From an optimization exercise on the open Yosys and OpenROAD flow, aimed at small area, a short achievable clock period and few clock cycles per item; shortcuts taken in it are not production practice. Where RTL was checked, it was by simulation tests only, not by an equivalence proof against the original. Power is estimated from default activity; no workload was simulated.

==> zinc: inputs <==
## conv3x3_stream_engine
module conv3x3_stream_engine #(
    parameter int BIT_DEPTH = 8,
    parameter int IMG_W     = 28,
    parameter int IMG_H     = 28,
    parameter int ACC_W     = 20,
    parameter int ADDR_W    = 10
) (
    input  logic                 clk,
    input  logic                 rst,
    input  logic                 kernel_wr_en,
    input  logic [3:0]           kernel_wr_addr,
    input  logic [BIT_DEPTH-1:0] kernel_wr_data,
    input  logic                 start,
    input  logic [1:0]           stride,
    input  logic                 relu_en,
    input  logic [4:0]           shift_amt,
    input  logic                 pix_valid,
    input  logic [BIT_DEPTH-1:0] pix_data,
    output logic                 pix_ready,
    output logic                 out_valid,
    output logic [BIT_DEPTH-1:0] out_data,
    output logic [ADDR_W-1:0]    out_addr,
    input  logic                 out_ready,
    output logic                 busy,
    output logic                 done
);
Settings: LEC_CHECK=0, CAP_MARGIN=40, CORE_MARGIN=2, CORE_UTILIZATION=60, CTS_BUF_LIST=sky130_fd_sc_hd__clkbuf_8, CTS_CLUSTER_DIAMETER=50, CTS_CLUSTER_SIZE=14, SLEW_MARGIN=55, SYNTH_HIERARCHICAL=1; clock period 13.0 ns.
standard.sh (not shown) runs the stock make flow with config.mk's settings and CLKGATE_MAP_FILE= SYNTH_SCRIPT=/design/flow/synth_recipe.tcl, a recipe that flattens the netlist after the stock synthesis.
==> flow/flow/run.sh <==
#!/bin/bash
# Own layout flow: the standard synthesis and layout, with two changes to
# how the layout is made:
#  - ports are buffered with sky130_fd_sc_hd__buf_2 instead of the default
#    buffer the flow picks (a slow clock-delay cell);
#  - delay cells (clkdlybuf*, dlygate*, dlymetal*) are not used by the
#    resizer's slew/capacitance repair on signal nets.
# Each run of standard.sh writes its full output to a log file here.
set -euo pipefail
bash standard.sh synth > synth.log 2>&1
export BUFFER_PORTS_ARGS="-buffer_cell sky130_fd_sc_hd__buf_2"
export DONT_USE_CELLS="sky130_fd_sc_hd__clkdlybuf4s15_1 sky130_fd_sc_hd__clkdlybuf4s15_2 sky130_fd_sc_hd__clkdlybuf4s18_1 sky130_fd_sc_hd__clkdlybuf4s18_2 sky130_fd_sc_hd__clkdlybuf4s25_1 sky130_fd_sc_hd__clkdlybuf4s25_2 sky130_fd_sc_hd__clkdlybuf4s50_1 sky130_fd_sc_hd__clkdlybuf4s50_2 sky130_fd_sc_hd__dlygate4sd1_1 sky130_fd_sc_hd__dlygate4sd2_1 sky130_fd_sc_hd__dlygate4sd3_1 sky130_fd_sc_hd__dlymetal6s2s_1 sky130_fd_sc_hd__dlymetal6s4s_1 sky130_fd_sc_hd__dlymetal6s6s_1"
bash standard.sh > layout.log 2>&1
==> inputs of umber, as changes to zinc <==
--- a/flow/flow/run.sh
+++ b/flow/flow/run.sh
@@ -6,3 +6,5 @@
 #  - delay cells (clkdlybuf*, dlygate*, dlymetal*) are not used by the
-#    resizer's slew/capacitance repair on signal nets.
+#    resizer's slew/capacitance repair on signal nets;
+#  - the resizer's setup repair aims for 9.15 ns of slack at the design's
+#    13 ns clock, so that it resizes the few gates on paths slower than that.
 # Each run of standard.sh writes its full output to a log file here.
@@ -12,2 +14,3 @@
 export DONT_USE_CELLS="sky130_fd_sc_hd__clkdlybuf4s15_1 sky130_fd_sc_hd__clkdlybuf4s15_2 sky130_fd_sc_hd__clkdlybuf4s18_1 sky130_fd_sc_hd__clkdlybuf4s18_2 sky130_fd_sc_hd__clkdlybuf4s25_1 sky130_fd_sc_hd__clkdlybuf4s25_2 sky130_fd_sc_hd__clkdlybuf4s50_1 sky130_fd_sc_hd__clkdlybuf4s50_2 sky130_fd_sc_hd__dlygate4sd1_1 sky130_fd_sc_hd__dlygate4sd2_1 sky130_fd_sc_hd__dlygate4sd3_1 sky130_fd_sc_hd__dlymetal6s2s_1 sky130_fd_sc_hd__dlymetal6s4s_1 sky130_fd_sc_hd__dlymetal6s6s_1"
+export SETUP_SLACK_MARGIN=9.15
 bash standard.sh > layout.log 2>&1
==> notes.md <==
In umber the routed wire length is higher than in zinc, by 1.0%. Between umber and zinc, the lower count of clock-buffer cells in the layout is in zinc (gap 6). Of zinc and umber, umber has the higher core utilization (gap 0.76 points). In zinc the final cell count is lower than in umber, by about 1.4%. Against zinc, the non-clock buffer count of umber is higher by 47. Between umber and zinc, the lower power is in zinc (gap 1.9%, measured against zinc). In clock power, umber and zinc hardly differ. Of umber and zinc, umber has the higher maximum frequency (gap 2.8%, measured against zinc). Register-to-register slack: zinc is worse than umber (0.07 ns). Cell area: zinc is lower than umber (about 1.2%).
Testbench counts of zinc, summed over its fixed seeds: cycles 25,476, items 14,027.
Testbench counts of umber, summed over its fixed seeds: cycles 25,476, items 14,027.


==> delta: inputs <==
conv3x3_stream_engine, a different RTL version from the one above (not shown whole).
Settings: LEC_CHECK=0, CAP_MARGIN=50, CORE_MARGIN=2, CORE_UTILIZATION=40, SLEW_MARGIN=70, SYNTH_HIERARCHICAL=1; clock period 13.0 ns.
run.sh (not shown) runs the stock make flow with config.mk's settings and CLKGATE_MAP_FILE= SYNTH_SCRIPT=/design/flow/synth_recipe.tcl, a recipe that flattens the netlist after the stock synthesis.
Stock flow here: none of the scripts above is used.
==> cedar: changes against delta <==
--- a/flow/design.v
+++ b/flow/design.v
@@ -1921,20 +1921,21 @@
     always_comb begin
         for (int i = 0; i < 20; i++) begin
             m7[i] = (i >= 7) && ({1'b0, shift_r} <= 6'(i - 7));
             m8[i] = (i >= 8) && ({1'b0, shift_r} <= 6'(i - 8));
         end
     end
-    logic        sgn, ovf_s, ovf_u;
-    logic [19:0] shv;
+    logic               sgn, ovf_s, ovf_u;
+    logic signed [19:0] sum_s, shv;
+    assign sum_s = sum;
     logic [7:0]  res;
     always_comb begin
         sgn   = sum[19];
         ovf_s = |((sum ^ {20{sgn}}) & m7);
         ovf_u = |(sum & m8);
-        shv   = $signed(sum) >>> shift_r;
+        shv   = sum_s >>> shift_r;
         if (relu_r) begin
             if (sgn)        res = 8'h00;
             else if (ovf_u) res = 8'hff;
             else            res = shv[7:0];
         end else begin
             if (ovf_s)      res = sgn ? 8'h80 : 8'h7f;
==> flow/flow/run.sh (new file) <==
#!/bin/bash
# Own layout flow: the standard synthesis and layout, with two changes to
# how the layout is made:
#  - ports are buffered with sky130_fd_sc_hd__buf_2 instead of the default
#    buffer the flow picks (a slow clock-delay cell);
#  - delay cells (clkdlybuf*, dlygate*, dlymetal*) are not used by the
#    resizer's slew/capacitance repair on signal nets.
# Each run of standard.sh writes its full output to a log file here.
set -euo pipefail
bash standard.sh synth > synth.log 2>&1
export BUFFER_PORTS_ARGS="-buffer_cell sky130_fd_sc_hd__buf_2"
export DONT_USE_CELLS="sky130_fd_sc_hd__clkdlybuf4s15_1 sky130_fd_sc_hd__clkdlybuf4s15_2 sky130_fd_sc_hd__clkdlybuf4s18_1 sky130_fd_sc_hd__clkdlybuf4s18_2 sky130_fd_sc_hd__clkdlybuf4s25_1 sky130_fd_sc_hd__clkdlybuf4s25_2 sky130_fd_sc_hd__clkdlybuf4s50_1 sky130_fd_sc_hd__clkdlybuf4s50_2 sky130_fd_sc_hd__dlygate4sd1_1 sky130_fd_sc_hd__dlygate4sd2_1 sky130_fd_sc_hd__dlygate4sd3_1 sky130_fd_sc_hd__dlymetal6s2s_1 sky130_fd_sc_hd__dlymetal6s4s_1 sky130_fd_sc_hd__dlymetal6s6s_1"
bash standard.sh > layout.log 2>&1
==> flow/standard.sh (new file) <==
#!/bin/bash
# synth_recipe.tcl (not shown) runs the flow's synth.tcl, then flattens the netlist and writes it again
# the make line also repeats each setting of config.mk as NAME=value (left out here)
make -C /OpenROAD-flow-scripts/flow DESIGN_CONFIG=/design/flow/config.mk WORK_HOME=/design/flow/orfs CLKGATE_MAP_FILE= SYNTH_SCRIPT=/design/flow/synth_recipe.tcl "${@:-finish}"
removed: flow/run.sh
==> impl_results.md <==
- Switching share of power: about a third
- CP bufs+invs: 2
- Slew HR: 69.4%
- NetSw: 2.98 mW
- Routed vias/inst: about 5.2
- Status: timing/DRC/antenna clean
- Layout Skew: 0.0283 ns
- Dpl hpwl: 83300 um
- Tot Pwr: 8.68 mW
- Met3 WL: 7400 um
- Reg2reg start: lbc[239]
-- figures above: cedar

==> impl_results.md <==
- Reg2reg start: kr[7][4]
- Met3 WL: 6650 um
- Layout Skew: 0.0390 ns
- Switching share of power: 34.0%
- Routed vias/inst: around 5.3
- CP bufs+invs: 1
- Dpl hpwl: 85900 um
- Status: timing/DRC/antenna clean
- NetSw: 2.98 mW
-- figures above: delta

No run of this note included a check of the RTL's function; only the layout flow was run.

what the ideal ports hide:
The results above use ideal ports. As a check the final layouts listed here were re-extracted and re-timed, cells and wires unchanged.
Step 1 assumes that a clkbuf_16 drives the clock port and a buf_2 every other input.
Step 2 moves the port delays by t, midway between the first and last clock arrival at a register: inputs arrive t later, outputs are due t later. That takes back most of the time a late clock gives input paths.
a / b / c = ideal / step 1 / step 2; a / b = the first two.
run | t (ns) | setup slack, ns | hold WS [ns] | clock arrival spread, ns
zinc | 0.756 | 9.031 / 8.991 / 8.314 | 0.368 / 0.368 / 0.368 | 0.074 / 0.075
umber | 0.734 | 9.138 / 9.138 / 8.599 | 0.341 / 0.341 / 0.341 | 0.065 / 0.066
delta | 0.712 | 8.702 / 8.702 / 8.624 | 0.371 / 0.371 / 0.371 | 0.041 / 0.041
cedar | 0.722 | 8.719 / 8.719 / 8.719 | 0.364 / 0.364 / 0.364 | 0.033 / 0.033
After both steps setup and hold are still met in every run listed. The setup slack of zinc, which loses most, moves by -0.040 ns with the drivers and by -0.717 ns with both steps.
